This design comes from an exercise in tuning for small area, a short achievable clock period and few clock cycles on the open sky130 flow, not from production work.
No functional check of the RTL was part of any run shown here.
Power is estimated from default activity; no workload was simulated.

<file path="flow/config.mk">
export PLATFORM = sky130hd
export DESIGN_NAME = adb_packet_receive_queue_top
export DESIGN_NICKNAME = adb_packet_receive_queue_top
export VERILOG_FILES = /design/flow/design.v
export SDC_FILE = /design/flow/constraint.sdc
export NUM_CORES = 4
export LEC_CHECK = 0
export CAP_MARGIN = 20
export CORE_MARGIN = 2
export CORE_UTILIZATION = 65
export SETUP_SLACK_MARGIN = 4.3
export SLEW_MARGIN = 20
</file>
<file path="flow/constraint.sdc">
create_clock -name core_clock -period 7.0 [get_ports {clk}]
set_input_delay 1.4000 -clock core_clock [delete_from_list [all_inputs] [get_ports {clk}]]
set_output_delay 1.4000 -clock core_clock [all_outputs]
set_load 0.01 [all_outputs]
</file>
<file path="flow/design.v">
package adbq_pkg;
	localparam int unsigned RING_SLOTS_DEF = 8;
	localparam int unsigned MAX_REPLY_DEF  = 24;
	localparam int unsigned MODE_W      = 2;
	localparam int unsigned BYTE_W      = 8;
	localparam int unsigned OUTCOME_W   = 3;
	localparam int unsigned DATA_IDX_W  = 5;
	localparam int unsigned MIN_PACKET  = 3;
	localparam logic [BYTE_W-1:0] PACKET_TYPE_DATA = 8'h00;
	typedef enum logic [MODE_W-1:0] {
		MODE_BYTE  = 2'd0,
		MODE_ABORT = 2'd1,
		MODE_POP   = 2'd2,
		MODE_NOP   = 2'd3
	} mode_t;
	typedef enum logic [OUTCOME_W-1:0] {
		OC_QUEUED    = 3'd0,
		OC_IGNORED   = 3'd1,
		OC_DROPPED   = 3'd2,
		OC_PACKET    = 3'd3,
		OC_EMPTY     = 3'd4,
		OC_DISCARDED = 3'd5
	} outcome_t;
	typedef enum logic [1:0] {
		PH_ATTN = 2'd0,
		PH_RECV = 2'd1,
		PH_OVER = 2'd2
	} rx_phase_t;
	typedef enum logic [2:0] {
		S_IDLE,
		S_BYTE,
		S_JUDGE,
		S_POP,
		S_RD1,
		S_RD2,
		S_DATA
	} seq_state_t;
	typedef struct packed {
		logic byte_we;
		logic len_we;
	} store_ctl_t;
endpackage
import adbq_pkg::*;
module adbq_store #(
	parameter int unsigned RING_SLOTS = RING_SLOTS_DEF,
	parameter int unsigned MAX_REPLY  = MAX_REPLY_DEF,
	localparam int unsigned PTR_W  = $clog2(RING_SLOTS),
	localparam int unsigned SLOT_W = MAX_REPLY - 1,
	localparam int unsigned DATA_N = SLOT_W - 2,
	localparam int unsigned POS_W  = $clog2(DATA_N)
) (
	input  logic              clk,
	input  logic              arst_n,
	input  logic              we,
	input  logic [PTR_W-1:0]  wr_slot,
	input  logic [1:0]        wr_kind,       
	input  logic [BYTE_W-1:0] wr_byte,
	input  logic [PTR_W-1:0]  q_slot,
	output logic [DATA_N-1:0] q_pos_oh,      
	output logic [POS_W-1:0]  q_pos,
	input  logic [RING_SLOTS-1:0] rd_slot_oh,
	input  logic [DATA_N-1:0]     rd_pos_oh,
	output logic [BYTE_W-1:0] rd_status,
	output logic [BYTE_W-1:0] rd_command,
	output logic [BYTE_W-1:0] rd_data
);
	logic [BYTE_W-1:0] ring   [RING_SLOTS][DATA_N];
	logic [BYTE_W-1:0] status [RING_SLOTS];
	logic [BYTE_W-1:0] cmd    [RING_SLOTS];
	logic [POS_W-1:0]  pos0   [RING_SLOTS];
	logic [BYTE_W-1:0] row    [RING_SLOTS];
	logic [RING_SLOTS-1:0] wq_slot_n;
	logic [1:0]            wq_kind;
	logic [BYTE_W-1:0]     wq_byte;
	always_ff @(posedge clk) begin
		for (int s = 0; s < RING_SLOTS; s++) begin
			wq_slot_n[s] <= !(we && (wr_slot == PTR_W'(s)));
		end
		wq_kind <= wr_kind;
		wq_byte <= wr_byte;
	end
	always_ff @(posedge clk) begin
		for (int s = 0; s < RING_SLOTS; s++) begin
			ring[s][0] <= (!wq_slot_n[s] && wq_kind[1]) ? wq_byte : ring[s][DATA_N-1];
			for (int p = 1; p < DATA_N; p++) begin
				ring[s][p] <= ring[s][p-1];
			end
			if (!wq_slot_n[s] && wq_kind == 2'd0) begin
				status[s] <= wq_byte;
			end
			if (!wq_slot_n[s] && wq_kind == 2'd1) begin
				cmd[s] <= wq_byte;
			end
			if (!wq_slot_n[s] && wq_kind == 2'd2) begin
				pos0[s] <= POS_W'(1);
			end else begin
				pos0[s] <= (pos0[s] == POS_W'(DATA_N - 1)) ? '0 : pos0[s] + POS_W'(1);
			end
		end
	end
	always_comb begin
		q_pos = pos0[q_slot];
		for (int p = 0; p < DATA_N; p++) begin
			q_pos_oh[p] = (q_pos == POS_W'(p));
		end
	end
	always_comb begin
		rd_status  = '0;
		rd_command = '0;
		rd_data    = '0;
		for (int s = 0; s < RING_SLOTS; s++) begin
			row[s] = '0;
			for (int p = 0; p < DATA_N; p++) begin
				row[s] = row[s] | (ring[s][p] & {BYTE_W{rd_pos_oh[p]}});
			end
			rd_status  = rd_status  | (status[s] & {BYTE_W{rd_slot_oh[s]}});
			rd_command = rd_command | (cmd[s]    & {BYTE_W{rd_slot_oh[s]}});
			rd_data    = rd_data    | (row[s]    & {BYTE_W{rd_slot_oh[s]}});
		end
	end
endmodule
import adbq_pkg::*;
module adbq_seq #(
	parameter int unsigned RING_SLOTS = RING_SLOTS_DEF,
	parameter int unsigned MAX_REPLY  = MAX_REPLY_DEF,
	parameter int unsigned RQ_DEPTH   = 4,
	localparam int unsigned PTR_W  = $clog2(RING_SLOTS),
	localparam int unsigned SLOT_W = MAX_REPLY - 1,
	localparam int unsigned OFF_W  = $clog2(SLOT_W),
	localparam int unsigned LEN_W  = $clog2(MAX_REPLY),
	localparam int unsigned DATA_N = SLOT_W - 2,
	localparam int unsigned POS_W  = $clog2(DATA_N)
) (
	input  logic              clk,
	input  logic              arst_n,
	input  logic              deliver_enable,
	input  logic              item_valid,
	output logic              item_ready,
	input  logic [MODE_W-1:0] item_mode,
	input  logic [BYTE_W-1:0] item_link_byte,
	input  logic              item_end_of_packet,
	output logic                  result_valid,
	input  logic                  result_ready,
	output logic [OUTCOME_W-1:0]  result_outcome,
	output logic [BYTE_W-1:0]     result_status_flags,
	output logic [BYTE_W-1:0]     result_echoed_command,
	output logic [BYTE_W-1:0]     result_data_byte,
	output logic [DATA_IDX_W-1:0] result_data_index,
	output logic                  result_has_data,
	output logic                  result_last,
	output logic              wr_en,
	output logic [PTR_W-1:0]  wr_slot,
	output logic [1:0]        wr_kind,
	output logic [BYTE_W-1:0] wr_byte,
	output logic [PTR_W-1:0]  q_slot,
	input  logic [DATA_N-1:0] q_pos_oh,
	input  logic [POS_W-1:0]  q_pos,
	output logic [RING_SLOTS-1:0] rd_slot_oh,
	output logic [DATA_N-1:0]     rd_pos_oh,
	input  logic [BYTE_W-1:0] rd_status,
	input  logic [BYTE_W-1:0] rd_command,
	input  logic [BYTE_W-1:0] rd_data
);
	localparam int unsigned CNT_W = $clog2(MAX_REPLY + 1);
	localparam int unsigned RQ_W  = $clog2(RQ_DEPTH);
	localparam int unsigned ITEM_W = MODE_W + BYTE_W + 1;
	function automatic logic [PTR_W-1:0] ring_next(input logic [PTR_W-1:0] i);
		ring_next = (i == PTR_W'(RING_SLOTS - 1)) ? '0 : i + PTR_W'(1);
	endfunction
	logic              rdy_q, in_v, sk_v;
	logic [ITEM_W-1:0] in_d, sk_d, item_d;
	logic              take, consume, in_free;
	assign item_d  = {item_mode, item_link_byte, item_end_of_packet};
	assign take    = item_valid && rdy_q;
	assign in_free = !in_v || consume;
	assign item_ready = rdy_q;
	always_ff @(posedge clk or negedge arst_n) begin
		if (!arst_n) begin
			in_v  <= 1'b0;
			sk_v  <= 1'b0;
			rdy_q <= 1'b0;
		end else begin
			if (in_free) begin
				in_v  <= sk_v || take;
				sk_v  <= 1'b0;
				rdy_q <= 1'b1;
			end else begin
				sk_v  <= sk_v || take;
				rdy_q <= !(sk_v || take);
			end
		end
	end
	always_ff @(posedge clk) begin
		if (rdy_q) begin
			sk_d <= item_d;
		end
		if (in_free) begin
			in_d <= sk_v ? sk_d : item_d;
		end
	end
	logic [MODE_W-1:0] in_mode;
	logic [BYTE_W-1:0] in_byte;
	logic              in_eop;
	assign {in_mode, in_byte, in_eop} = in_d;
	adbq_pkg::rx_phase_t phase_q;
	logic [CNT_W-1:0]  count_q;
	logic              type0_q;
	logic [PTR_W-1:0]  head_q, tail_q;
	logic [RING_SLOTS-1:0] tail_oh;    
	logic [PTR_W-1:0]  occ_q;          
	logic [RING_SLOTS-1:0] busy_q, busy_set, busy_clr;
	logic [LEN_W-1:0]  nd_mem [RING_SLOTS];
	logic is_byte, is_abort, is_pop, owes, stores, st_cmd, data, judging, judge_ok, stall;
	logic empty, full, pend_v, aligned, busy_wait, cmd_safe, data_safe;
	logic [POS_W-1:0] al_q;
	logic [OUTCOME_W-1:0] pend_oc;
	logic [LEN_W-1:0] judge_nd;
	logic [OUTCOME_W-1:0] judge_oc;
	logic [RQ_DEPTH-1:0][3:0] rq_q;
	logic [RQ_DEPTH-1:0] rq_v;
	logic            rq_full, rq_push, rq_pop;
	logic [3:0]      rq_in, rq_head;
	assign is_byte  = (in_mode == MODE_BYTE);
	assign is_abort = (in_mode == MODE_ABORT);
	assign is_pop   = (in_mode == MODE_POP);
	assign owes     = (is_byte && in_eop) || is_abort || is_pop;
	assign stores   = is_byte && (phase_q == PH_RECV) && (count_q != '0);
	assign st_cmd   = stores && (count_q < CNT_W'(3));
	assign data     = stores && (count_q >= CNT_W'(3));
	assign aligned   = (count_q == CNT_W'(3)) || (al_q == '0);
	assign busy_wait = (|(busy_q & tail_oh)) && ((data && !data_safe) || (st_cmd && !cmd_safe));
	assign stall    = pend_v || (is_pop && rq_full) || busy_wait || (data && !aligned);
	assign consume  = in_v && !stall;
	assign judging  = consume && ((is_byte && in_eop) || is_abort);
	assign empty = (occ_q == '0);
	assign full  = (occ_q == PTR_W'(RING_SLOTS - 1));
	always_comb begin
		if (is_byte) begin
			unique case (phase_q)
				PH_RECV: begin
					judge_ok = (count_q >= CNT_W'(MIN_PACKET - 1)) && type0_q;
					judge_nd = LEN_W'(count_q - CNT_W'(MIN_PACKET - 1));
				end
				PH_OVER: begin
					judge_ok = type0_q;
					judge_nd = LEN_W'(SLOT_W - 2);
				end
				default: begin
					judge_ok = 1'b0;
					judge_nd = '0;
				end
			endcase
		end else begin
			judge_ok = (phase_q != PH_ATTN) && (count_q >= CNT_W'(MIN_PACKET)) && type0_q;
			judge_nd = LEN_W'(count_q - CNT_W'(MIN_PACKET));
		end
		if (!judge_ok) begin
			judge_oc = OC_IGNORED;
		end else if (full) begin
			judge_oc = OC_DROPPED;
		end else begin
			judge_oc = OC_QUEUED;
		end
	end
	always_comb begin
		if (pend_v) begin
			rq_in = {1'b0, pend_oc};
		end else if (is_pop) begin
			if (empty) begin
				rq_in = {1'b0, OC_EMPTY};
			end else if (!deliver_enable) begin
				rq_in = {1'b0, OC_DISCARDED};
			end else begin
				rq_in = {1'b1, 3'(head_q)};
			end
		end else begin
			rq_in = {1'b0, judge_oc};
		end
	end
	assign rq_push  = pend_v ? !rq_full : (consume && owes && !rq_full);
	assign busy_set = (consume && is_pop && !empty && deliver_enable) ?
		(RING_SLOTS'(1) << head_q) : '0;
	assign wr_en   = consume && stores;
	assign wr_slot = tail_q;
	assign wr_kind = (count_q == CNT_W'(1)) ? 2'd0 :
	                 (count_q == CNT_W'(2)) ? 2'd1 :
	                 (count_q == CNT_W'(3)) ? 2'd2 : 2'd3;
	assign wr_byte = in_byte;
	always_ff @(posedge clk or negedge arst_n) begin
		if (!arst_n) begin
			phase_q <= PH_ATTN;
			count_q <= '0;
			type0_q <= 1'b0;
			head_q  <= '0;
			tail_q  <= '0;
			tail_oh <= RING_SLOTS'(1);
			occ_q   <= '0;
			busy_q  <= '0;
			pend_v  <= 1'b0;
			al_q    <= '0;
		end else begin
			if (consume && data) begin
				al_q <= '0;
			end else begin
				al_q <= (al_q == POS_W'(DATA_N - 1)) ? '0 : al_q + POS_W'(1);
			end
			if (pend_v) begin
				pend_v <= rq_full;
			end else if (judging && rq_full) begin
				pend_v <= 1'b1;
			end
			busy_q <= (busy_q & ~busy_clr) | busy_set;
			if (consume) begin
				if (is_byte) begin
					unique case (phase_q)
						PH_RECV: begin
							if (count_q == '0) begin
								type0_q <= (in_byte == PACKET_TYPE_DATA);
							end
							count_q <= count_q + CNT_W'(1);
							if (count_q == CNT_W'(MAX_REPLY - 1)) begin
								phase_q <= PH_OVER;
							end
						end
						PH_OVER: ;
						default: begin
							phase_q <= PH_RECV;
							count_q <= '0;
						end
					endcase
				end
				if (judging) begin
					phase_q <= PH_ATTN;
					count_q <= '0;
					if (judge_oc == OC_QUEUED) begin
						tail_q  <= ring_next(tail_q);
						tail_oh <= {tail_oh[RING_SLOTS-2:0], tail_oh[RING_SLOTS-1]};
						occ_q   <= occ_q + PTR_W'(1);
					end
				end
				if (is_pop && !empty) begin
					head_q <= ring_next(head_q);
					occ_q  <= occ_q - PTR_W'(1);
				end
			end
		end
	end
	always_ff @(posedge clk) begin
		for (int i = 0; i < RING_SLOTS; i++) begin
			if (judging && judge_oc == OC_QUEUED && tail_oh[i]) begin
				nd_mem[i] <= judge_nd;
			end
		end
		if (judging) begin
			pend_oc <= judge_oc;
		end
	end
	assign rq_full = rq_v[RQ_DEPTH-1];
	assign rq_head = rq_q[0];
	always_ff @(posedge clk or negedge arst_n) begin
		if (!arst_n) begin
			rq_v <= '0;
		end else if (rq_push && !rq_pop) begin
			rq_v <= {rq_v[RQ_DEPTH-2:0], 1'b1};
		end else if (rq_pop && !rq_push) begin
			rq_v <= {1'b0, rq_v[RQ_DEPTH-1:1]};
		end
	end
	always_ff @(posedge clk) begin
		for (int i = 0; i < RQ_DEPTH; i++) begin
			if (rq_pop) begin
				if (rq_push && rq_v[i] && (i == RQ_DEPTH - 1 || !rq_v[i + 1])) begin
					rq_q[i] <= rq_in;
				end else if (i < RQ_DEPTH - 1) begin
					rq_q[i] <= rq_q[i + 1];
				end
			end else if (rq_push && !rq_v[i] && (i == 0 || rq_v[i - 1])) begin
				rq_q[i] <= rq_in;
			end
		end
	end
	logic                  c_v, c_rep, c_done, c_has;
	logic [OUTCOME_W-1:0]  c_code;
	logic [PTR_W-1:0]      c_slot;
	logic [RING_SLOTS-1:0] c_slot_oh;
	logic [DATA_N-1:0]     c_pos_oh;
	logic [LEN_W-1:0]      c_idx, c_rem, c_nd, q_nd;
	logic [POS_W-1:0]      c_vict, c_vict_nx;
	logic                  c_safe;
	logic                  load_ok, emit, c_last, c_fin, c_load;
	logic                  res_valid_q;
	logic [OUTCOME_W-1:0]  res_outcome_q;
	logic [BYTE_W-1:0]     res_status_q, res_cmd_q, res_data_q;
	logic [DATA_IDX_W-1:0] res_index_q;
	logic                  res_has_q, res_last_q;
	assign load_ok    = !res_valid_q || result_ready;
	assign emit       = c_v && load_ok;
	assign c_last     = !c_rep || (c_rem == '0);
	assign c_fin      = emit && c_last;
	assign c_load     = (!c_v || c_fin) && rq_v[0];
	assign rq_pop     = c_load;
	assign rd_slot_oh = c_slot_oh;
	assign rd_pos_oh  = c_pos_oh;
	assign q_slot     = PTR_W'(rq_head[2:0]);
	assign q_nd       = nd_mem[PTR_W'(rq_head[2:0])];
	assign busy_clr   = (c_fin && c_rep) ? c_slot_oh : '0;
	assign cmd_safe  = c_v && c_rep && c_done && (|(c_slot_oh & tail_oh));
	assign data_safe = c_v && c_rep && c_safe && (|(c_slot_oh & tail_oh));
	always_ff @(posedge clk or negedge arst_n) begin
		if (!arst_n) begin
			c_v         <= 1'b0;
			res_valid_q <= 1'b0;
		end else begin
			if (c_load) begin
				c_v <= 1'b1;
			end else if (c_fin) begin
				c_v <= 1'b0;
			end
			if (emit) begin
				res_valid_q <= 1'b1;
			end else if (result_ready) begin
				res_valid_q <= 1'b0;
			end
		end
	end
	assign c_vict_nx = (c_vict == POS_W'(DATA_N - 1)) ? '0 : c_vict + POS_W'(1);
	always_ff @(posedge clk) begin
		if (c_load) begin
			c_vict <= (q_pos >= POS_W'(DATA_N - 2)) ? q_pos - POS_W'(DATA_N - 2) : q_pos + POS_W'(2);
			c_safe <= 1'b0;
		end else begin
			c_vict <= c_vict_nx;
			c_safe <= (LEN_W'(c_vict_nx) < c_idx) || (LEN_W'(c_vict_nx) >= c_nd);
		end
		if (c_load) begin
			c_rep     <= rq_head[3];
			c_code    <= rq_head[2:0];
			c_slot    <= PTR_W'(rq_head[2:0]);
			c_slot_oh <= RING_SLOTS'(1) << rq_head[2:0];
			c_idx     <= '0;
			c_done    <= 1'b0;
			c_has     <= (q_nd != '0);
			c_nd      <= q_nd;
			c_rem     <= (q_nd != '0) ? q_nd - LEN_W'(1) : '0;
			c_pos_oh  <= (q_nd != '0) ? q_pos_oh : '0;
		end else if (emit) begin
			c_idx     <= c_idx + LEN_W'(1);
			c_rem     <= c_rem - LEN_W'(1);
			c_done    <= 1'b1;
		end else begin
			c_pos_oh  <= {c_pos_oh[DATA_N-2:0], c_pos_oh[DATA_N-1]};
		end
		if (emit) begin
			if (c_rep) begin
				res_outcome_q <= OC_PACKET;
				if (!c_done) begin
					res_status_q <= rd_status;
					res_cmd_q    <= rd_command;
				end
				res_data_q  <= rd_data;
				res_index_q <= DATA_IDX_W'(c_idx);
				res_has_q   <= c_has;
				res_last_q  <= c_last;
			end else begin
				res_outcome_q <= c_code;
				res_status_q  <= '0;
				res_cmd_q     <= '0;
				res_data_q    <= '0;
				res_index_q   <= '0;
				res_has_q     <= 1'b0;
				res_last_q    <= 1'b1;
			end
		end
	end
	assign result_valid          = res_valid_q;
	assign result_outcome        = res_outcome_q;
	assign result_status_flags   = res_status_q;
	assign result_echoed_command = res_cmd_q;
	assign result_data_byte      = res_data_q;
	assign result_data_index     = res_index_q;
	assign result_has_data       = res_has_q;
	assign result_last           = res_last_q;
endmodule
import adbq_pkg::*;
module adb_packet_receive_queue_top #(
	parameter int unsigned RING_SLOTS = RING_SLOTS_DEF,
	parameter int unsigned MAX_REPLY  = MAX_REPLY_DEF
) (
	input  logic          clk,
	input  logic          arst_n,
	input  logic          cfg_we,
	input  logic          cfg_wdata,
	input  logic                  item_valid,
	output logic                  item_ready,
	input  logic [MODE_W-1:0]     item_mode,
	input  logic [BYTE_W-1:0]     item_link_byte,
	input  logic                  item_end_of_packet,
	output logic                  result_valid,
	input  logic                  result_ready,
	output logic [OUTCOME_W-1:0]  result_outcome,
	output logic [BYTE_W-1:0]     result_status_flags,
	output logic [BYTE_W-1:0]     result_echoed_command,
	output logic [BYTE_W-1:0]     result_data_byte,
	output logic [DATA_IDX_W-1:0] result_data_index,
	output logic                  result_has_data,
	output logic                  result_last
);
	localparam int unsigned PTR_W  = $clog2(RING_SLOTS);
	localparam int unsigned SLOT_W = MAX_REPLY - 1;
	localparam int unsigned OFF_W  = $clog2(SLOT_W);
	logic              deliver_enable_q;
	logic              wr_en;
	logic [PTR_W-1:0]  wr_slot, q_slot;
	logic [1:0]        wr_kind;
	logic [$clog2(SLOT_W-2)-1:0] q_pos;
	logic [RING_SLOTS-1:0] rd_slot_oh;
	logic [SLOT_W-3:0] rd_pos_oh, q_pos_oh;
	logic [BYTE_W-1:0] wr_byte, rd_status, rd_command, rd_data;
	always_ff @(posedge clk or negedge arst_n) begin
		if (!arst_n) begin
			deliver_enable_q <= 1'b0;
		end else if (cfg_we) begin
			deliver_enable_q <= cfg_wdata;
		end
	end
	adbq_seq #(
		.RING_SLOTS (RING_SLOTS),
		.MAX_REPLY  (MAX_REPLY)
	) u_seq (
		.clk            (clk),
		.arst_n         (arst_n),
		.deliver_enable (deliver_enable_q),
		.item_valid            (item_valid),
		.item_ready            (item_ready),
		.item_mode             (item_mode),
		.item_link_byte        (item_link_byte),
		.item_end_of_packet    (item_end_of_packet),
		.result_valid          (result_valid),
		.result_ready          (result_ready),
		.result_outcome        (result_outcome),
		.result_status_flags   (result_status_flags),
		.result_echoed_command (result_echoed_command),
		.result_data_byte      (result_data_byte),
		.result_data_index     (result_data_index),
		.result_has_data       (result_has_data),
		.result_last           (result_last),
		.wr_en      (wr_en),
		.wr_slot    (wr_slot),
		.wr_kind    (wr_kind),
		.wr_byte    (wr_byte),
		.q_slot     (q_slot),
		.q_pos_oh   (q_pos_oh),
		.q_pos      (q_pos),
		.rd_slot_oh (rd_slot_oh),
		.rd_pos_oh  (rd_pos_oh),
		.rd_status  (rd_status),
		.rd_command (rd_command),
		.rd_data    (rd_data)
	);
	adbq_store #(
		.RING_SLOTS (RING_SLOTS),
		.MAX_REPLY  (MAX_REPLY)
	) u_store (
		.clk        (clk),
		.arst_n     (arst_n),
		.we         (wr_en),
		.wr_slot    (wr_slot),
		.wr_kind    (wr_kind),
		.wr_byte    (wr_byte),
		.q_slot     (q_slot),
		.q_pos_oh   (q_pos_oh),
		.q_pos      (q_pos),
		.rd_slot_oh (rd_slot_oh),
		.rd_pos_oh  (rd_pos_oh),
		.rd_status  (rd_status),
		.rd_command (rd_command),
		.rd_data    (rd_data)
	);
endmodule
</file>
<file path="flow/run.sh">
#!/bin/bash
# synth_recipe.tcl (not shown) runs the flow's synth.tcl, then flattens the netlist and writes it again
# the make line also repeats each setting of config.mk as NAME=value (left out here)
make -C /OpenROAD-flow-scripts/flow DESIGN_CONFIG=/design/flow/config.mk WORK_HOME=/design/flow/orfs CLKGATE_MAP_FILE= SYNTH_SCRIPT=/design/flow/synth_recipe.tcl finish
</file>
==> results of run 1 <==
repair_timing:
item	CTS	global route
gates resized for setup	261	82
pin swaps	21	17
setup buffers	62	18
endpoints found under the setup margin	258	183
hold buffers	0	0
gates cloned	4	3
placed cells by master, fill, tap and decap left out, types with 70 or more instances in the layout:
| master | instances |
|---|---|
| a221oi_1 | 192 |
| a22o_1 | 213 |
| a22oi_1 | 262 |
| buf_4 | 93 |
| clkbuf_16 | 165 |
| dfxtp_1 | 1410 |
| edfxtp_1 | 286 |
| inv_1 | 70 |
| mux2_2 | 81 |
| nand2_1 | 77 |
| nand3_1 | 97 |
| nand4_1 | 87 |
| nor2_1 | 90 |
| o21ai_0 | 93 |
metal layers:
metal | up-vias | share of wire (%) | track usage [%]
li1 | 14460 | - | -
met1 | 16816 | 39 | 45.72
met2 | 1866 | 47 | 55.53
met3 | 406 | 9.4 | 6.482
met4 | 2 | 4.3 | 16.12
met5 | - | 0.011 | 0
area by class of cell:
type                       instances  area, sq um  share of cell area [%]
antenna                            1        2.502                0.004130
tap                             1050         1314                   2.168
timing repair inverter             2        16.27                 0.02685
multi-input combinational       1682        13520                   22.31
clock buffer                     240         4738                   7.821
inverter                          80        344.1                  0.5679
timing repair buffer             197         1944                   3.209
sequential                      1749        38140                   62.94
clock inverter                    51        574.3                  0.9479
sequential cells by signal, indices dropped and copies added, names as in the netlist, 8 cells and up:
signal	flops
u_seq.tail_oh	8
u_store.wq_slot_n	8
u_seq.sk_d	11
u_store.cmd	64
u_seq.in_d	11
u_store.ring	1344
u_seq.busy_q	8
u_store.status	64
u_seq.rq_q	16
u_seq.c_slot_oh	8
u_store.pos0	40
u_seq.c_pos_oh	21
u_seq.nd_mem	40
u_store.wq_byte	8
u_seq.res_status_q	8
u_seq.res_cmd_q	8
u_seq.res_data_q	8
kinds of logic (layout without fill, tap and decap cells):
| family | Yosys count | in the layout | share of synthesized area [%] |
|---|---|---|---|
| compound gates | 983 | 983 | 15.04 |
| xor+xnor | 41 | 41 | 0.6875 |
| fa+ha+maj | 63 | 63 | 1.524 |
| buf+inv | 296 | 570 | 2.178 |
| flops | 1749 | 1749 | 72.99 |
| mux | 120 | 120 | 2.724 |
| other cells | 0 | 1 | 0 |
| simple gates | 475 | 475 | 4.861 |
worst min path at each step:
stage / slack [ps] / to / from
after floorplan: 330 / u_store.ring[109][0] / u_store.ring[108][0]
after global placement: 330 / u_store.ring[67][5] / u_store.ring[66][5]
after detailed placement: 340 / u_store.ring[161][5] / u_store.ring[160][5]
after CTS: 330 / u_store.ring[2][2] / u_store.ring[1][2]
after global routing: 340 / u_store.ring[49][3] / u_store.ring[48][3]
final: 340 / u_store.ring[158][1] / u_store.ring[157][1]
metrics by stage:
step                      instances  total power, mW  util (%)  cell area (sq um)
after floorplan                3727            13.04         -              52430
after global placement         4673            15.07     67.98              53880
after detailed placement       4673            15.13     67.98              53880
after CTS                      5030            23.89     75.79              60070
after global routing           5051            24.74     76.44              60580
final                          5052            24.18     76.44              60590
power by group:
part | switching (mW) | leakage, nW | internal, mW
Combinational | 3.49 | 5.96 | 1.10
Clock | 3.77 | 2.62 | 4.91
Sequential | 0.296 | 14.7 | 10.6
==> flow_summary.yaml, run 1 <==
clock_network:
  cts.sinks: 1749
  clk_latency_ps: 760
  clk_path_buf_depth: 3
  cts_tree: "done"
  clk_root_buffer_cell: "clkbuf_16"
  numCtsBuffers: 160
  h-tree-depth: 4
  cts.clk_slew.worst_paths_ps: 60
synth:
  netlist_top_cells_area: "dfxtp_1 54%, edfxtp_1 16%, a22oi_1 3.8%"
  synth_common_cells: "1414 x dfxtp_1, 286 x edfxtp_1, 262 x a22oi_1"
  synth_most_common_cell: "dfxtp_1"
  syn_inst: 3727
  netlist_area_sq_um: 52230
  ys_ff_latch: 1749
  syn_area_per_cell_sq_um: 14.01
  seq_area_frac_synth_pct: 72.99
  yosysTopAreaCellShare_pct: 54.20
  synthFlopType: "dfxtp_1"
  synth_nets: 3807
  yosysWarnings: 11
  synth_top_area_cell: "dfxtp_1"
  synth.distinct_cells: 89
  synth_async_sr_flop_share_pct: 2.802
  synth_edf_count: 286
timing:
  fin_ws_ps: 4177
  tns_ps: 0
  fin_crit_sh_pct: 40.33
  max_freq_mhz: 354.3
  tightestPinTransition_ps: 1143
  rsz0062_at_grt: "true"
  clock_skew_ps: 50.87
  hold_viol: 0
  setup_viol_count_final: 0
  maxSlewHeadroom_pct: 23.70
  final.min_clock_period_ps: 2823
  hold-worst-slack_ps: 337.0
  drv_slew: 0
layout:
  nets: 3952
  n_fill_cell: 4862
  drive_gt1_share_pct: 16.55
  syn_to_final_growth_pct: 16.00
global_routing:
  grt_use_total_pct: 34.57
  grt_pass1_wl_um: 213100
  first_global_vias: 34220
  gr-total-overflow: 0
  grt_antenna_before_repair: 6
  grt_start_max_net_pins: 66
placed_design:
  dp_hpwl_um: 78310
  port_buffers: 52
  dp_worst_setup_slack_ps: 2849
  gp_congestion: 0.8605
run:
  drv_cap: 0
floorplanning:
  design.core.area_sq_um: 79260
  start_util_pct: 65.90
  die_y_um: 287.5
  io_pins: 53
  dieArea_sq_um: 82640
  row_count: 103
  die_width_um: 287.5
hold_path:
  hold_path.class: "reg2reg"
  min_path_cells: 0
critical_path:
  crit_path_end_kind: "flip-flop"
  critPathMaxFanout: 6
  ff2ff_setup_slack_ps: 4180
  worstReg2RegEnd: "u_seq.nd_mem[2][4]"
  cpMaxStageDelayCell: "or3b_4"
  reg2reg_depth: 10
  path_depth: 10
  cp_data_arrival_time_ps: 3300
  slowest_delay_ps: 410
  critPathTopFamily: "simple AND/OR/NAND/NOR gates"
  cp-startpoint: "u_seq.phase_q[0]"
  reg2reg_from: "u_seq.phase_q[0]"
  crit_type: "reg2reg"
  crit_chain: "inv_1, ha_1, or3b_4, a211oi_2, o21ai_2, nand2b_2, nor2_4, buf_12, buf_16, and2_4"
  critPathLaunchType: "flip-flop"
  crit_buf_inv: 3
  setup.worst_path.end: "u_seq.nd_mem[2][4]"
  worstPathRequired_ps: 7470
routing:
  vias: 33550
  avgRoutedWirePerCell_um: 28.67
  routed_wl_um: 144800
  drc: 0
  vias_per_cell: 6.641
  drt-initial-drc-count: 3727
  drt_first_pass_iters: 9
  drtAntennaViolNets: 0
power:
  power.density_nw_per_um2: 399.1
  p_leak_nw: 23.29
  peakVddDrop_v: 0.0003650
run_status:
  run_status: "no timing/DRC/antenna violations"
==> run 2: changes to the inputs <==
--- a/flow/config.mk
+++ b/flow/config.mk
@@ -8,5 +8,8 @@
 export CAP_MARGIN = 20
 export CORE_MARGIN = 2
 export CORE_UTILIZATION = 65
+export CTS_BUF_LIST = sky130_fd_sc_hd__clkbuf_16
+export CTS_CLUSTER_DIAMETER = 45
+export CTS_CLUSTER_SIZE = 24
 export SETUP_SLACK_MARGIN = 4.3
 export SLEW_MARGIN = 20
==> flow_summary.yaml, run 2 <==
floorplanning:
  die_width_um: 287.5
  dieArea_sq_um: 82640
  io_pins: 53
  row_count: 103
  design.core.area_sq_um: 79260
  start_util_pct: 65.90
  die_y_um: 287.5
synth:
  syn_area_per_cell_sq_um: 14.01
  synth_nets: 3807
  yosysWarnings: 11
  synth_async_sr_flop_share_pct: 2.802
  synth_common_cells: "1414 x dfxtp_1, 286 x edfxtp_1, 262 x a22oi_1"
  synth.distinct_cells: 89
  synthFlopType: "dfxtp_1"
  syn_inst: 3727
  seq_area_frac_synth_pct: 72.99
  synth_edf_count: 286
  yosysTopAreaCellShare_pct: 54.20
  synth_top_area_cell: "dfxtp_1"
  netlist_top_cells_area: "dfxtp_1 54%, edfxtp_1 16%, a22oi_1 3.8%"
  netlist_area_sq_um: 52230
  synth_most_common_cell: "dfxtp_1"
  ys_ff_latch: 1749
layout:
  nets: 3934
  regArea_sq_um: 38130
  n_fill_cell: 4900
  fin_util_pct: 76.05
  largest_register_ffs: 1344
  layout_common_cells: "1411 x dfxtp_1, 286 x edfxtp_1, 261 x a22oi_1, 213 x a22o_1, 193 x a221oi_1"
  regMostFlops: "u_store.ring"
  largest_registers: "u_store.ring x1344, u_store.cmd x64, u_store.status x64"
  syn_to_final_growth_pct: 15.40
  diodes: 0
  final_area_sq_um: 60270
  drive_gt1_share_pct: 16.81
  final_common_cell: "dfxtp_1"
  final_cells: 5024
  multiInputGateArea_sq_um: 13550
clock_network:
  cts_tree: "done"
  clk_root_buffer_cell: "clkbuf_16"
  clk_latency_ps: 750
  h-tree-depth: 4
  cts.sinks: 1749
  clk_path_buf_depth: 3
  cts.clk_slew.worst_paths_ps: 90
  holdBufCountCts: 0
  numCtsBuffers: 141
global_routing:
  gr-total-overflow: 0
  grt_pass1_wl_um: 211100
  grt_antenna_before_repair: 5
  grt_start_max_net_pins: 66
  grt_use_total_pct: 34.26
  first_global_vias: 33868
power:
  power.density_nw_per_um2: 396.5
  p_leak_nw: 23.14
  peakVddDrop_v: 0.0003881
run_status:
  run_status: "no timing/DRC/antenna violations"
critical_path:
  cp-startpoint: "u_seq.count_q[0]"
  reg2reg_from: "u_seq.count_q[0]"
  cp_data_arrival_time_ps: 3290
  critPathMaxFanout: 9
  critPathLaunchType: "flip-flop"
  crit_path_end_kind: "flip-flop"
  worstPathRequired_ps: 7480
  crit_type: "reg2reg"
timing:
  hold_viol: 0
  maxSlewHeadroom_pct: 21.01
  setup_viol_count_final: 0
  rsz0062_at_grt: "true"
  fin_crit_sh_pct: 40.13
  max_freq_mhz: 356.0
  tightestPinTransition_ps: 1183
  tns_ps: 0
  clock_skew_ps: 36.39
  final.min_clock_period_ps: 2809
  hold-worst-slack_ps: 332.2
  drv_slew: 0
placed_design:
  dp_cells: 4673
  dp_hpwl_um: 78310
  gp_congestion: 0.8605
  place_area_sq_um: 53880
  port_buffers: 52
routing:
  vias: 33278
  routed_wl_um: 143600
  avgRoutedWirePerCell_um: 28.58
  vias_per_cell: 6.624
  drt_first_pass_iters: 8
  drt-initial-drc-count: 3755
  drtAntennaViolNets: 0
  drc: 0
hold_path:
  holdCritStartpoint: "u_store.ring[106][2]"
  hold_path.class: "reg2reg"
run:
  drv_cap: 0
-- run 2: cell count changes in the layout (fill, tap and decap cells not counted), sizes merged --
| cell | change |
|---|---|
| bufbuf | +1 |
| bufinv | +5 |
| clkinvlp | +7 |
| inv | +48 |
| diode | -1 |
| clkbuf | -92 |
| buf | +1 |
| clkinv | +3 |
-- run 2: cell families (layout without fill, tap and decap cells) --
family | after synthesis | in the layout | share of synthesized area (%)
XOR/XNOR | 41 | 41 | 0.6875
AND/OR/NAND/NOR | 475 | 475 | 4.861
flip-flops | 1749 | 1749 | 72.99
adder cells (fa/ha/maj) | 63 | 63 | 1.524
AO/OA/AOI/OAI | 983 | 983 | 15.04
buffers and inverters | 296 | 543 | 2.178
multiplexers | 120 | 120 | 2.724
-- run 2: layout make-up --
cell class / instances / share of cell area, %
flip-flops and latches: 1749 / 63.27
well taps: 1050 / 2.180
repair buffers: 198 / 3.238
repair inverters: 2 / 0.02699
inverters: 80 / 0.5792
clock buffers: 149 / 6.186
multi-input cells: 1682 / 22.48
clock inverters: 114 / 2.036
-- run 2: where the power goes --
part | total, mW | switching (mW) | leakage (nW) | internal (mW)
clock | 8.33 | 3.90 | 2.45 | 4.43
combinational | 4.66 | 3.51 | 5.99 | 1.15
sequential | 10.9 | 0.302 | 14.7 | 10.6
-- run 2: per-stage QoR --
step	setup slack [ps]	power, mW
global placement	2936	15.07
floorplan	4237	13.04
detailed placement	2849	15.13
global route	4125	24.44
CTS	4164	23.56
finish	4191	23.90
-- run 2: path summary, 6_finish.rpt --
| check | end | slack [ps] | cells past startpoint |
|---|---|---|---|
| setup / recovery | u_seq.rq_q[7] | 4190 | 9 |
| hold / removal | u_store.ring[107][2] | 330 | 0 |
| setup reg to reg | u_seq.rq_q[7] | 4190 | 9 |
| hold reg to reg | u_store.ring[107][2] | 330 | 0 |
| max in group asynchronous | u_seq.count_q[1] | 5730 | 2 |
| min in group asynchronous | u_seq.rdy_q | 740 | 2 |
-- run 2: critical path: stages (launching register included) --
cell and delay [ps]:
dfrtp_2 460, ha_2 280, a21oi_4 200, a211oi_4 80, buf_6 140, a221oi_4 350, a41oi_4 260, o41ai_4 250
buf_4 200, mux2_4 310
-- run 2: repair_timing --
item / in CTS / in global routing
buffers inserted: 57 / 23
gates resized for setup: 258 / 89
endpoints found under the setup margin: 254 / 183
pin swaps: 14 / 29
gates cloned: 5 / 3
-- run 2: per-layer routing --
metal | track usage, % | part of all wire (%) | wire, um | up-vias
met4 | 15.13 | 4.2 | 5996 | 2
met2 | 55.55 | 47 | 67510 | 1826
li1 | - | - | - | 14416
met1 | 45.34 | 40 | 57380 | 16652
met3 | 6.260 | 8.8 | 12700 | 382
met5 | 0 | 0.0091 | 13 | -
==> run 3: changes to the inputs <==
--- a/flow/design.v
+++ b/flow/design.v
@@ -212,7 +212,10 @@
 	logic [LEN_W-1:0]  nd_mem [RING_SLOTS];
 	logic is_byte, is_abort, is_pop, owes, stores, st_cmd, data, judging, judge_ok, stall;
 	logic empty, full, pend_v, aligned, busy_wait, cmd_safe, data_safe;
-	logic [POS_W-1:0] al_q;
+	logic [POS_W-1:0] al_q, al_d;
+	logic [CNT_W-1:0] count_d;
+	adbq_pkg::rx_phase_t phase_d;
+	logic f_recv, f_over, f_nz, f_eq1, f_eq2, f_eq3, f_ge2, f_ge3, f_alz;
 	logic [OUTCOME_W-1:0] pend_oc;
 	logic [LEN_W-1:0] judge_nd;
 	logic [OUTCOME_W-1:0] judge_oc;
@@ -224,10 +227,10 @@
 	assign is_abort = (in_mode == MODE_ABORT);
 	assign is_pop   = (in_mode == MODE_POP);
 	assign owes     = (is_byte && in_eop) || is_abort || is_pop;
-	assign stores   = is_byte && (phase_q == PH_RECV) && (count_q != '0);
-	assign st_cmd   = stores && (count_q < CNT_W'(3));
-	assign data     = stores && (count_q >= CNT_W'(3));
-	assign aligned   = (count_q == CNT_W'(3)) || (al_q == '0);
+	assign stores   = is_byte && f_recv && f_nz;
+	assign st_cmd   = stores && !f_ge3;
+	assign data     = stores && f_ge3;
+	assign aligned   = f_eq3 || f_alz;
 	assign busy_wait = (|(busy_q & tail_oh)) && ((data && !data_safe) || (st_cmd && !cmd_safe));
 	assign stall    = pend_v || (is_pop && rq_full) || busy_wait || (data && !aligned);
 	assign consume  = in_v && !stall;
@@ -236,22 +239,10 @@
 	assign full  = (occ_q == PTR_W'(RING_SLOTS - 1));
 	always_comb begin
 		if (is_byte) begin
-			unique case (phase_q)
-				PH_RECV: begin
-					judge_ok = (count_q >= CNT_W'(MIN_PACKET - 1)) && type0_q;
-					judge_nd = LEN_W'(count_q - CNT_W'(MIN_PACKET - 1));
-				end
-				PH_OVER: begin
-					judge_ok = type0_q;
-					judge_nd = LEN_W'(SLOT_W - 2);
-				end
-				default: begin
-					judge_ok = 1'b0;
-					judge_nd = '0;
-				end
-			endcase
+			judge_ok = ((f_recv && f_ge2) || f_over) && type0_q;
+			judge_nd = f_over ? LEN_W'(SLOT_W - 2) : LEN_W'(count_q - CNT_W'(MIN_PACKET - 1));
 		end else begin
-			judge_ok = (phase_q != PH_ATTN) && (count_q >= CNT_W'(MIN_PACKET)) && type0_q;
+			judge_ok = f_ge3 && type0_q;
 			judge_nd = LEN_W'(count_q - CNT_W'(MIN_PACKET));
 		end
 		if (!judge_ok) begin
@@ -282,9 +273,33 @@
 		(RING_SLOTS'(1) << head_q) : '0;
 	assign wr_en   = consume && stores;
 	assign wr_slot = tail_q;
-	assign wr_kind = (count_q == CNT_W'(1)) ? 2'd0 :
-	                 (count_q == CNT_W'(2)) ? 2'd1 :
-	                 (count_q == CNT_W'(3)) ? 2'd2 : 2'd3;
+	assign wr_kind = f_eq1 ? 2'd0 : f_eq2 ? 2'd1 : f_eq3 ? 2'd2 : 2'd3;
+	always_comb begin
+		phase_d = phase_q;
+		count_d = count_q;
+		if (consume) begin
+			if (is_byte) begin
+				if (f_recv) begin
+					count_d = count_q + CNT_W'(1);
+					if (count_q == CNT_W'(MAX_REPLY - 1)) begin
+						phase_d = PH_OVER;
+					end
+				end else if (!f_over) begin
+					phase_d = PH_RECV;
+					count_d = '0;
+				end
+			end
+			if (judging) begin
+				phase_d = PH_ATTN;
+				count_d = '0;
+			end
+		end
+		if (consume && data) begin
+			al_d = '0;
+		end else begin
+			al_d = (al_q == POS_W'(DATA_N - 1)) ? '0 : al_q + POS_W'(1);
+		end
+	end
 	assign wr_byte = in_byte;
 	always_ff @(posedge clk or negedge arst_n) begin
 		if (!arst_n) begin
@@ -298,12 +313,21 @@
 			busy_q  <= '0;
 			pend_v  <= 1'b0;
 			al_q    <= '0;
+			{f_recv, f_over, f_nz, f_eq1, f_eq2, f_eq3, f_ge2, f_ge3} <= '0;
+			f_alz   <= 1'b1;
 		end else begin
-			if (consume && data) begin
-				al_q <= '0;
-			end else begin
-				al_q <= (al_q == POS_W'(DATA_N - 1)) ? '0 : al_q + POS_W'(1);
-			end
+			al_q    <= al_d;
+			f_alz   <= (al_d == '0);
+			phase_q <= phase_d;
+			count_q <= count_d;
+			f_recv  <= (phase_d == PH_RECV);
+			f_over  <= (phase_d == PH_OVER);
+			f_nz    <= (count_d != '0);
+			f_eq1   <= (count_d == CNT_W'(1));
+			f_eq2   <= (count_d == CNT_W'(2));
+			f_eq3   <= (count_d == CNT_W'(3));
+			f_ge2   <= (count_d >= CNT_W'(2));
+			f_ge3   <= (count_d >= CNT_W'(3));
 			if (pend_v) begin
 				pend_v <= rq_full;
 			end else if (judging && rq_full) begin
@@ -311,27 +335,10 @@
 			end
 			busy_q <= (busy_q & ~busy_clr) | busy_set;
 			if (consume) begin
-				if (is_byte) begin
-					unique case (phase_q)
-						PH_RECV: begin
-							if (count_q == '0) begin
-								type0_q <= (in_byte == PACKET_TYPE_DATA);
-							end
-							count_q <= count_q + CNT_W'(1);
-							if (count_q == CNT_W'(MAX_REPLY - 1)) begin
-								phase_q <= PH_OVER;
-							end
-						end
-						PH_OVER: ;
-						default: begin
-							phase_q <= PH_RECV;
-							count_q <= '0;
-						end
-					endcase
+				if (is_byte && f_recv && !f_nz) begin
+					type0_q <= (in_byte == PACKET_TYPE_DATA);
 				end
 				if (judging) begin
-					phase_q <= PH_ATTN;
-					count_q <= '0;
 					if (judge_oc == OC_QUEUED) begin
 						tail_q  <= ring_next(tail_q);
 						tail_oh <= {tail_oh[RING_SLOTS-2:0], tail_oh[RING_SLOTS-1]};
--- a/flow/config.mk
+++ b/flow/config.mk
@@ -8,8 +8,5 @@
 export CAP_MARGIN = 20
 export CORE_MARGIN = 2
 export CORE_UTILIZATION = 65
-export CTS_BUF_LIST = sky130_fd_sc_hd__clkbuf_16
-export CTS_CLUSTER_DIAMETER = 45
-export CTS_CLUSTER_SIZE = 24
-export SETUP_SLACK_MARGIN = 4.3
+export SETUP_SLACK_MARGIN = 4.4
 export SLEW_MARGIN = 20
==> flow_summary.yaml, run 3 <==
run_status:
  run_status: "no timing/DRC/antenna violations"
critical_path:
  slowest_delay_ps: 530
  cpMaxStageDelayCell: "or4b_4"
  critPathMaxFanout: 6
  worstPathRequired_ps: 7480
  crit_type: "reg2reg"
  crit_chain: "buf_12, mux2_2, a221o_1, o21ai_1, a21o_1, ha_2, or4b_4, nand3_4, nor2_4, a22o_1"
  critPathLaunchType: "flip-flop"
  cp_data_arrival_time_ps: 3290
  crit_path_end_kind: "flip-flop"
power:
  p_leak_nw: 23.66
  power.density_nw_per_um2: 428.0
  peakVddDrop_v: 0.0004198
  power.total_mw: 26.11
layout:
  nets: 3945
  syn_to_final_growth_pct: 16.75
  largest_register_ffs: 1344
  drive_gt1_share_pct: 15.83
  fin_util_pct: 76.97
  regMostFlops: "u_store.ring"
  multiInputGateArea_sq_um: 13210
  largest_registers: "u_store.ring x1344, u_store.cmd x64, u_store.status x64"
  final_cells: 5051
  final_area_sq_um: 61010
  regArea_sq_um: 38350
  n_fill_cell: 4780
  layout_common_cells: "1411 x dfxtp_1, 286 x edfxtp_1, 263 x a22oi_1, 222 x a22o_1, 193 x a221oi_1"
  final_common_cell: "dfxtp_1"
routing:
  drt_first_pass_iters: 7
  drtAntennaViolNets: 0
  drc: 0
  drt-initial-drc-count: 4079
  avgRoutedWirePerCell_um: 29.58
  vias: 33773
  vias_per_cell: 6.686
  routed_wl_um: 149400
synth:
  synth_async_sr_flop_share_pct: 3.299
  synth_edf_count: 286
  syn_inst: 3734
  ys_ff_latch: 1758
  synth_most_common_cell: "dfxtp_1"
  synth_top_area_cell: "dfxtp_1"
  yosysTopAreaCellShare_pct: 54.17
  synth_common_cells: "1414 x dfxtp_1, 286 x edfxtp_1, 265 x a22oi_1"
  synthFlopType: "dfxtp_1"
  netlist_top_cells_area: "dfxtp_1 54%, edfxtp_1 16%, a22oi_1 3.8%"
  yosysWarnings: 11
  synth.distinct_cells: 80
  seq_area_frac_synth_pct: 73.39
  syn_area_per_cell_sq_um: 13.99
  synth_nets: 3808
  netlist_area_sq_um: 52250
timing:
  clock_skew_ps: 38.35
  tns_ps: 0
  fin_crit_sh_pct: 40.24
  fin_ws_ps: 4184
  final.min_clock_period_ps: 2816
  drv_slew: 0
  hold-worst-slack_ps: 320.4
  hold_viol: 0
  setup_viol_count_final: 0
  maxSlewHeadroom_pct: 24.62
  rsz0062_at_grt: "true"
  max_freq_mhz: 355.1
  tightestPinTransition_ps: 1129
placed_design:
  port_buffers: 52
  gp_congestion: 0.8594
  dp_hpwl_um: 77200
  place_area_sq_um: 53880
  dp_cells: 4682
  dp_worst_setup_slack_ps: 2438
floorplanning:
  start_util_pct: 65.93
  design.core.area_sq_um: 79260
  die_width_um: 287.5
  dieArea_sq_um: 82670
  row_count: 103
  io_pins: 53
  die_y_um: 287.5
clock_network:
  h-tree-depth: 4
  cts_tree: "done"
  cts.sinks: 1758
  clk_root_buffer_cell: "clkbuf_16"
  clk_latency_ps: 750
  clk_path_buf_depth: 3
  numCtsBuffers: 160
  holdBufCountCts: 0
  cts.clk_slew.worst_paths_ps: 70
global_routing:
  grt_antenna_before_repair: 6
  first_global_vias: 34547
  grt_use_total_pct: 35.17
  grt_pass1_wl_um: 216700
  grt_start_max_net_pins: 66
  gr-total-overflow: 0
run:
  drv_cap: 0
hold_path:
  hold_path.class: "reg2reg"
[run 3: cell count changes after synthesis, moves of 6 or more]
cell | before | now
inv_1 | 77 | 71
a22o_1 | 213 | 222
o31ai_1 | 16 | 7
nand2b_1 | 28 | 22
dfrtp_1 | 48 | 56
mux4_2 | 8 | 2
buf_1 | 48 | 62
nand2_1 | 81 | 72
nor2_1 | 92 | 108
clkbuf_1 | 154 | 142
ha_1 | 62 | 56
[run 3: path summary, 6_finish.rpt]
| check | startpoint | endpoint | slack [ps] | depth (start not counted) |
|---|---|---|---|---|
| setup / recovery | u_seq.rq_q[1] | u_seq.c_pos_oh[3] | 4180 | 10 |
| hold / removal | u_store.ring[132][1] | u_store.ring[133][1] | 320 | 0 |
| setup reg to reg | u_seq.rq_q[1] | u_seq.c_pos_oh[3] | 4180 | 10 |
| hold reg to reg | u_store.ring[132][1] | u_store.ring[133][1] | 320 | 0 |
| max in group asynchronous | arst_n | u_seq.head_q[1] | 5680 | 2 |
| min in group asynchronous | arst_n | u_seq.rdy_q | 790 | 2 |
[run 3: logic make-up (layout without fill, tap and decap cells)]
| group | count (synthesis) | after routing | synth area share, % |
|---|---|---|---|
| other | 0 | 3 | 0 |
| and+or+nand+nor | 482 | 485 | 4.825 |
| AOI/OAI and AO/OA | 980 | 980 | 14.89 |
| DFF | 1758 | 1758 | 73.39 |
| xor gates and xnor gates | 42 | 42 | 0.7040 |
| adders and majority gates | 57 | 57 | 1.379 |
| muxes | 121 | 121 | 2.610 |
| buffers and inverters | 294 | 555 | 2.193 |
[run 3: per-layer routing]
| layer | vias to the layer above | global-route usage, % | share of wire [%] |
|---|---|---|---|
| met5 | - | 0 | 0.0067 |
| met4 | 2 | 13.61 | 3.5 |
| met3 | 338 | 6.157 | 8.7 |
| met2 | 1927 | 57.70 | 48 |
| met1 | 17050 | 46.88 | 40 |
| li1 | 14456 | - | - |
[run 3: critical path, delay by kind of cell (launching register included)]
family                   cells  cell delay [ps]
AO/OA/AOI/OAI                4              770
adder cells (fa/ha/maj)      1              180
buffers and inverters        1              150
flip-flops                   1              400
multiplexers                 1              330
AND/OR/NAND/NOR              3              730
[run 3: power by group]
| group | switching (mW) | internal [mW] |
|---|---|---|
| sequential | 0.331 | 10.8 |
| clock | 3.80 | 5.22 |
| combinational | 4.27 | 1.73 |
[run 3: layout make-up]
cell class                      instances  area share [%]
Antenna cell                            3         0.01231
Clock buffer                          234           7.816
Clock inverter                         55           1.276
Inverter                               75          0.5209
Multi-Input combinational cell       1685           21.65
Sequential cell                      1758           62.87
Tap cell                             1050           2.153
Timing Repair Buffer                  189           3.671
Timing Repair inverter                  2         0.02871
[run 3: repair_timing]
action,CTS,global route
pin swaps,11,15
cloned,11,10
setup endpoints to repair,243,162
resized for setup,281,82
buffers inserted,31,25
==> run 4: changes to the inputs <==
--- a/flow/config.mk
+++ b/flow/config.mk
@@ -8,5 +8,8 @@
 export CAP_MARGIN = 20
 export CORE_MARGIN = 2
 export CORE_UTILIZATION = 65
+export CTS_BUF_LIST = sky130_fd_sc_hd__clkbuf_8
+export CTS_CLUSTER_DIAMETER = 45
+export CTS_CLUSTER_SIZE = 20
 export SETUP_SLACK_MARGIN = 4.4
 export SLEW_MARGIN = 20
==> flow_summary.yaml, run 4 <==
synth:
  netlist_top_cells_area: "dfxtp_1 54%, edfxtp_1 16%, a22oi_1 3.8%"
  yosysTopAreaCellShare_pct: 54.17
  seq_area_frac_synth_pct: 73.39
  yosysWarnings: 11
  synth_most_common_cell: "dfxtp_1"
  synth_async_sr_flop_share_pct: 3.299
  synthFlopType: "dfxtp_1"
  syn_area_per_cell_sq_um: 13.99
  synth_common_cells: "1414 x dfxtp_1, 286 x edfxtp_1, 265 x a22oi_1"
  synth_top_area_cell: "dfxtp_1"
  synth.distinct_cells: 80
  synth_edf_count: 286
  netlist_area_sq_um: 52250
  ys_ff_latch: 1758
  synth_nets: 3808
  syn_inst: 3734
layout:
  largest_register_ffs: 1344
  multiInputGateArea_sq_um: 13200
  n_fill_cell: 5116
  largest_registers: "u_store.ring x1344, u_store.cmd x64, u_store.status x64"
  final_common_cell: "dfxtp_1"
  final_area_sq_um: 58940
  drive_gt1_share_pct: 15.92
  layout_common_cells: "1411 x dfxtp_1, 286 x edfxtp_1, 264 x a22oi_1, 222 x a22o_1, 193 x a221oi_1"
  regMostFlops: "u_store.ring"
  nets: 3934
  final_cells: 5027
  regArea_sq_um: 38350
  syn_to_final_growth_pct: 12.81
power:
  p_leak_nw: 22.71
  p_sw_mw: 8.308
  peakVddDrop_v: 0.0004344
  intPower_mw: 15.28
  p_seq_share_pct: 47.0
  p_clk_share_pct: 26.6
  combPwrFrac_pct: 26.4
  switching_share_pct: 35.23
  power.density_nw_per_um2: 400.1
timing:
  rsz0062_at_grt: "true"
  setup_viol_count_final: 0
  drv_slew: 0
  final.min_clock_period_ps: 2894
  max_freq_mhz: 345.5
  clock_skew_ps: 63.53
  maxSlewHeadroom_pct: 27.56
  hold_viol: 0
  tightestPinTransition_ps: 1085
  hold-worst-slack_ps: 319.7
  tns_ps: 0
  fin_crit_sh_pct: 41.35
  fin_ws_ps: 4106
floorplanning:
  design.core.area_sq_um: 79260
  row_count: 103
  die_width_um: 287.5
  start_util_pct: 65.93
  die_y_um: 287.5
  dieArea_sq_um: 82670
  io_pins: 53
global_routing:
  grt_start_max_net_pins: 66
  gr-total-overflow: 0
  grt_pass1_wl_um: 214200
  grt_use_total_pct: 34.93
  grt_antenna_before_repair: 5
  first_global_vias: 33873
critical_path:
  crit_buf_inv: 1
  crit_path_end_kind: "output port"
  cp_data_arrival_time_ps: 1490
  critPathMaxFanout: 1
  cpMaxStageDelayCell: "edfxtp_1"
  crit_chain: "buf_2"
  worstPathRequired_ps: 5600
  slowest_delay_ps: 490
  crit_type: "reg2out"
  critPathTopFamily: "flip-flops"
  critPathLaunchType: "flip-flop"
clock_network:
  holdBufCountCts: 0
  clk_latency_ps: 850
  clk_path_buf_depth: 3
  clk_root_buffer_cell: "clkbuf_8"
  cts_tree: "done"
  h-tree-depth: 4
  numCtsBuffers: 141
  cts.sinks: 1758
  cts.clk_slew.worst_paths_ps: 110
placed_design:
  gp_congestion: 0.8594
  dp_hpwl_um: 77200
  port_buffers: 52
  dp_cells: 4682
  place_area_sq_um: 53880
  dp_worst_setup_slack_ps: 2438
routing:
  drt_first_pass_iters: 8
  vias_per_cell: 6.666
  drtAntennaViolNets: 0
  drc: 0
  avgRoutedWirePerCell_um: 29.53
  routed_wl_um: 148500
  drt-initial-drc-count: 3892
  vias: 33508
run:
  drv_cap: 0
hold_path:
  hold_path.class: "reg2reg"
run_status:
  run_status: "no timing/DRC/antenna violations"
-- run 4: changes by cell type in the layout (fill, tap and decap cells not counted), moves of 11 or more --
cell	delta
clkbuf_16	-166
clkbuf_8	+118
clkbuf_1	-31
inv_6	+20
clkinv_4	+18
clkinv_2	-14
inv_8	+14
clkinvlp_4	+11
-- run 4: power groups by stage --
stage / combinational (mW) / clock (mW) / sequential (mW)
final: 6.23 / 6.26 / 11.1
after detailed placement: 4.78 / 0 / 11.3
after global placement: 4.70 / 0 / 11.2
after global routing: 6.33 / 6.66 / 11.1
after CTS: 5.59 / 6.28 / 11.1
after floorplan: 2.54 / 0 / 11.2
-- run 4: cell families after synthesis --
group | after synthesis | share of synthesized area (%)
DFF | 1758 | 73.39
AOI/OAI and AO/OA | 980 | 14.89
muxes | 121 | 2.610
xor gates and xnor gates | 42 | 0.7040
buffers and inverters | 294 | 2.193
and+or+nand+nor | 482 | 4.825
adders and majority gates | 57 | 1.379
-- run 4: metrics by stage --
step | power, mW | util, %
global placement | 15.95 | 67.98
detailed placement | 16.04 | 67.99
CTS | 22.94 | 73.46
finish | 23.58 | 74.37
global route | 24.12 | 74.37
floorplan | 13.73 | -
-- run 4: repair_timing --
action                     CTS  global route
gates resized for setup    300            72
setup buffers               30            31
gates cloned                15             9
pin swaps                   11            19
setup endpoints to repair  243           125
-- run 4: final timing paths --
| check | start | end | slack [ps] | depth (start not counted) |
|---|---|---|---|---|
| worst max-delay path | u_seq.res_data_q[5] | result_data_byte[5] | 4110 | 1 |
| worst min-delay path | u_store.ring[130][4] | u_store.ring[131][4] | 320 | 0 |
| worst max register to register | u_seq.rq_q[1] | u_seq.c_pos_oh[3] | 4170 | 10 |
| worst min register to register | u_store.ring[130][4] | u_store.ring[131][4] | 320 | 0 |
| max in group asynchronous | arst_n | u_seq.tail_oh[2] | 5730 | 2 |
| min in group asynchronous | arst_n | u_seq.sk_v | 690 | 2 |
-- run 4: final cells by class --
type                    instances  area share (%)
clock buffers                 156           3.643
repair inverters                2         0.02972
clock inverters               103           1.906
inverters                      75          0.5477
diodes                          1        0.004245
well taps                    1050           2.229
multi-input cells            1685           22.40
flip-flops and latches       1758           65.07
repair buffers                197           4.171
-- run 4: layer usage --
metal  global-route usage (%)  share of wire [%]  up-vias  wire (um)
li1                         -                  -    14409          -
met1                    46.66                 40    16845      59110
met2                    56.52                 47     1868      69430
met3                    6.815                9.4      384      13940
met4                    13.83                4.0        2       5975
met5                        0             0.0074        -         11
==> run 5: changes to the inputs <==
--- a/flow/design.v
+++ b/flow/design.v
@@ -209,7 +209,8 @@
 	logic [RING_SLOTS-1:0] tail_oh;    
 	logic [PTR_W-1:0]  occ_q;          
 	logic [RING_SLOTS-1:0] busy_q, busy_set, busy_clr;
-	logic [LEN_W-1:0]  nd_mem [RING_SLOTS];
+	logic              has_mem [RING_SLOTS];
+	logic [LEN_W-1:0]  li_mem  [RING_SLOTS];
 	logic is_byte, is_abort, is_pop, owes, stores, st_cmd, data, judging, judge_ok, stall;
 	logic empty, full, pend_v, aligned, busy_wait, cmd_safe, data_safe;
 	logic [POS_W-1:0] al_q, al_d;
@@ -217,7 +218,7 @@
 	adbq_pkg::rx_phase_t phase_d;
 	logic f_recv, f_over, f_nz, f_eq1, f_eq2, f_eq3, f_ge2, f_ge3, f_alz;
 	logic [OUTCOME_W-1:0] pend_oc;
-	logic [LEN_W-1:0] judge_nd;
+	logic [LEN_W-1:0] judge_nd, judge_li;
 	logic [OUTCOME_W-1:0] judge_oc;
 	logic [RQ_DEPTH-1:0][3:0] rq_q;
 	logic [RQ_DEPTH-1:0] rq_v;
@@ -245,6 +246,7 @@
 			judge_ok = f_ge3 && type0_q;
 			judge_nd = LEN_W'(count_q - CNT_W'(MIN_PACKET));
 		end
+		judge_li = (judge_nd != '0) ? judge_nd - LEN_W'(1) : '0;
 		if (!judge_ok) begin
 			judge_oc = OC_IGNORED;
 		end else if (full) begin
@@ -355,7 +357,8 @@
 	always_ff @(posedge clk) begin
 		for (int i = 0; i < RING_SLOTS; i++) begin
 			if (judging && judge_oc == OC_QUEUED && tail_oh[i]) begin
-				nd_mem[i] <= judge_nd;
+				has_mem[i] <= (judge_nd != '0);
+				li_mem[i]  <= judge_li;
 			end
 		end
 		if (judging) begin
@@ -391,7 +394,8 @@
 	logic [PTR_W-1:0]      c_slot;
 	logic [RING_SLOTS-1:0] c_slot_oh;
 	logic [DATA_N-1:0]     c_pos_oh;
-	logic [LEN_W-1:0]      c_idx, c_rem, c_nd, q_nd;
+	logic [LEN_W-1:0]      c_idx, c_rem, c_li, q_li;
+	logic                  q_has;
 	logic [POS_W-1:0]      c_vict, c_vict_nx;
 	logic                  c_safe;
 	logic                  load_ok, emit, c_last, c_fin, c_load;
@@ -409,7 +413,8 @@
 	assign rd_slot_oh = c_slot_oh;
 	assign rd_pos_oh  = c_pos_oh;
 	assign q_slot     = PTR_W'(rq_head[2:0]);
-	assign q_nd       = nd_mem[PTR_W'(rq_head[2:0])];
+	assign q_has      = has_mem[PTR_W'(rq_head[2:0])];
+	assign q_li       = li_mem[PTR_W'(rq_head[2:0])];
 	assign busy_clr   = (c_fin && c_rep) ? c_slot_oh : '0;
 	assign cmd_safe  = c_v && c_rep && c_done && (|(c_slot_oh & tail_oh));
 	assign data_safe = c_v && c_rep && c_safe && (|(c_slot_oh & tail_oh));
@@ -437,7 +442,7 @@
 			c_safe <= 1'b0;
 		end else begin
 			c_vict <= c_vict_nx;
-			c_safe <= (LEN_W'(c_vict_nx) < c_idx) || (LEN_W'(c_vict_nx) >= c_nd);
+			c_safe <= (LEN_W'(c_vict_nx) < c_idx) || !c_has || (LEN_W'(c_vict_nx) > c_li);
 		end
 		if (c_load) begin
 			c_rep     <= rq_head[3];
@@ -446,10 +451,10 @@
 			c_slot_oh <= RING_SLOTS'(1) << rq_head[2:0];
 			c_idx     <= '0;
 			c_done    <= 1'b0;
-			c_has     <= (q_nd != '0);
-			c_nd      <= q_nd;
-			c_rem     <= (q_nd != '0) ? q_nd - LEN_W'(1) : '0;
-			c_pos_oh  <= (q_nd != '0) ? q_pos_oh : '0;
+			c_has     <= q_has;
+			c_li      <= q_li;
+			c_rem     <= q_li;
+			c_pos_oh  <= q_has ? q_pos_oh : '0;
 		end else if (emit) begin
 			c_idx     <= c_idx + LEN_W'(1);
 			c_rem     <= c_rem - LEN_W'(1);
==> flow_summary.yaml, run 5 <==
layout:
  nets: 3938
  final_common_cell: "dfxtp_1"
  regMostFlops: "u_store.ring"
  drive_gt1_share_pct: 15.65
  largest_register_ffs: 1344
  n_fill_cell: 5171
  syn_to_final_growth_pct: 11.99
  final_cells: 5043
  layout_common_cells: "1413 x dfxtp_1, 294 x edfxtp_1, 267 x a22oi_1, 205 x a22o_1, 197 x a221oi_1"
  largest_registers: "u_store.ring x1344, u_store.cmd x64, u_store.status x64"
hold_path:
  min_path_cells: 0
  hold_path.class: "reg2reg"
power:
  power.density_nw_per_um2: 379.2
  peakVddDrop_v: 0.0004624
  p_leak_nw: 22.61
critical_path:
  critPathLaunchType: "flip-flop"
  critPathTopFamily: "flip-flops"
  critPathMaxFanout: 1
  crit_type: "reg2out"
  crit_buf_inv: 1
  crit_chain: "buf_2"
  cpMaxStageDelayCell: "edfxtp_1"
  cp_data_arrival_time_ps: 1540
  path_depth: 1
  worstPathRequired_ps: 5600
  slowest_delay_ps: 520
  reg2reg_depth: 8
  crit_path_end_kind: "output port"
timing:
  drv_slew: 0
  fin_crit_sh_pct: 42.00
  maxSlewHeadroom_pct: 24.44
  clock_skew_ps: 67.79
  max_freq_mhz: 340.2
  hold_viol: 0
  setup_viol_count_final: 0
  rsz0062_at_grt: "true"
  tns_ps: 0
  tightestPinTransition_ps: 1132
  final.min_clock_period_ps: 2940
synth:
  synth_simple_gate_area_share_pct: 4.794
  synth_async_sr_flop_share_pct: 3.284
  netlist_top_cells_area: "dfxtp_1 54%, edfxtp_1 17%, a22oi_1 3.8%"
  synthFlopType: "dfxtp_1"
  yosysWarnings: 12
  synth_common_cells: "1414 x dfxtp_1, 294 x edfxtp_1, 267 x a22oi_1"
  synth_xor_area_share_pct: 0.7009
  synth_edf_count: 294
  synth_most_common_cell: "dfxtp_1"
  yosysTopAreaCellShare_pct: 53.94
  synth.distinct_cells: 76
  synth_top_area_cell: "dfxtp_1"
  ys_ff_latch: 1766
  seq_area_frac_synth_pct: 73.53
  synth_top_family_by_area: "compound AO/OA/AOI/OAI gates"
  syn_area_per_cell_sq_um: 14.01
  synth_fa_ha_area_share_pct: 1.349
  syn_inst: 3745
  synth_mux_area_share_pct: 2.391
  synth_nets: 3818
  netlist_area_sq_um: 52480
  synth-compound-area-share_pct: 15.03
routing:
  vias: 33177
  vias_per_cell: 6.579
  drtAntennaViolNets: 0
  drc: 0
  avgRoutedWirePerCell_um: 28.66
  routed_wl_um: 144600
  drt_first_pass_iters: 6
  drt-initial-drc-count: 3604
floorplanning:
  start_util_pct: 65.37
  design.core.area_sq_um: 80290
  row_count: 104
  io_pins: 53
  dieArea_sq_um: 83030
  die_width_um: 288.1
  die_y_um: 288.1
global_routing:
  grt_pass1_wl_um: 209900
  grt_start_max_net_pins: 66
  gr-total-overflow: 0
  first_global_vias: 33510
  grt_use_total_pct: 34.07
  grt_antenna_before_repair: 10
clock_network:
  clk_latency_ps: 860
  numCtsBuffers: 144
  clk_path_buf_depth: 3
  cts.clk_slew.worst_paths_ps: 110
  cts.sinks: 1766
  clk_root_buffer_cell: "clkbuf_8"
  cts_tree: "done"
  holdBufCountCts: 0
  h-tree-depth: 4
run:
  drv_cap: 0
placed_design:
  dp_cells: 4700
  port_buffers: 52
  gp_congestion: 0.9014
  dp_hpwl_um: 77290
run_status:
  run_status: "no timing/DRC/antenna violations"
[run 5: cell count changes after synthesis, sizes merged, moves of 7 or more]
| cell | delta |
|---|---|
| a32o | +22 |
| a22o | -17 |
| mux2 | -9 |
| edfxtp | +8 |
| a21o | +7 |
| a221oi | +7 |
[run 5: final cells by class]
| class | instances | area, sq um | area share (%) |
|---|---|---|---|
| timing repair inverter | 4 | 36.28 | 0.06174 |
| timing repair buffer | 188 | 1932 | 3.287 |
| sequential | 1766 | 38590 | 65.67 |
| clock inverter | 105 | 1082 | 1.841 |
| inverter | 77 | 349.1 | 0.5940 |
| antenna | 2 | 5.005 | 0.008516 |
| clock buffer | 157 | 2161 | 3.677 |
| multi-input combinational | 1684 | 13290 | 22.61 |
| tap | 1060 | 1326 | 2.257 |
[run 5: worst paths after layout]
kind	from	to	slack, ps
setup / recovery	u_seq.res_data_q[6]	result_data_byte[6]	4060
hold / removal	u_store.ring[14][5]	u_store.ring[15][5]	330
setup reg to reg	u_seq.tail_oh[0]	u_seq.rq_q[5]	4390
hold reg to reg	u_store.ring[14][5]	u_store.ring[15][5]	330
max in group asynchronous	arst_n	u_seq.f_recv	5730
min in group asynchronous	arst_n	u_seq.rdy_q	700
[run 5: metrics by stage]
step                      setup WS, ps  instance area [sq um]  total power [mW]  hold slack [ps]  utilization [%]
after floorplan                   4212                  52670             13.33            330.4                -
after global placement            2403                  54090             15.36            332.6            67.37
after detailed placement          2352                  54090             15.42            334.8            67.37
after CTS                         4022                  58020             21.82            322.9            72.27
after global routing              4026                  58770             22.85            330.7            73.20
final                             4060                  58770             22.29            330.6            73.20
[run 5: report_power, final]
group          switching (mW)  internal [mW]
clock                    3.60           2.59
sequential              0.315           10.8
combinational            3.72           1.30
total                    7.64           14.6
[run 5: logic make-up (layout without fill, tap and decap cells)]
family / Yosys count / count (layout)
DFF: 1766 / 1766
AOI/OAI and AO/OA: 991 / 991
and+or+nand+nor: 483 / 485
buffers and inverters: 297 / 531
muxes: 110 / 110
adders and majority gates: 56 / 56
xor gates and xnor gates: 42 / 42
other: 0 / 2
[run 5: what timing repair did]
action	in CTS	in global routing
pin swaps	7	20
buffers inserted	34	32
gates resized for setup	246	101
endpoints found under the setup margin	280	189
cloned	8	5
[run 5: layer usage]
| layer | wire, um | vias up | global-route usage, % |
|---|---|---|---|
| met5 | 9 | - | 0 |
| met3 | 12610 | 383 | 6.627 |
| met4 | 6110 | 2 | 14.07 |
| met2 | 68390 | 1779 | 55.68 |
| met1 | 57430 | 16598 | 44.93 |
| li1 | - | 14415 | - |

==> re-timing with driven ports <==
How much do the figures lean on ideal ports? The routed layouts below were timed once more, with nothing changed but the port constraints. Step 1, drivers: a clkbuf_16 drives clk and a buf_2 each remaining input, both assumed. Step 2 also shifts input and output timing later by t, the mid clock arrival at the registers, as if the neighbouring blocks saw the same clock. Slacks: ideal ports / drivers / drivers and shift; pairs: ideal ports / drivers.
| run | t, ns | setup slack, ns |
|---|---|---|
| run 1 | 0.803 | 4.177 / 4.156 / 3.491 |
| run 2 | 0.802 | 4.191 / 4.158 / 3.511 |
| run 3 | 0.793 | 4.184 / 4.142 / 3.680 |
| run 4 | 0.881 | 4.106 / 4.044 / 3.581 |
| run 5 | 0.895 | 4.060 / 3.993 / 3.844 |
After both steps every run listed still meets setup and hold.
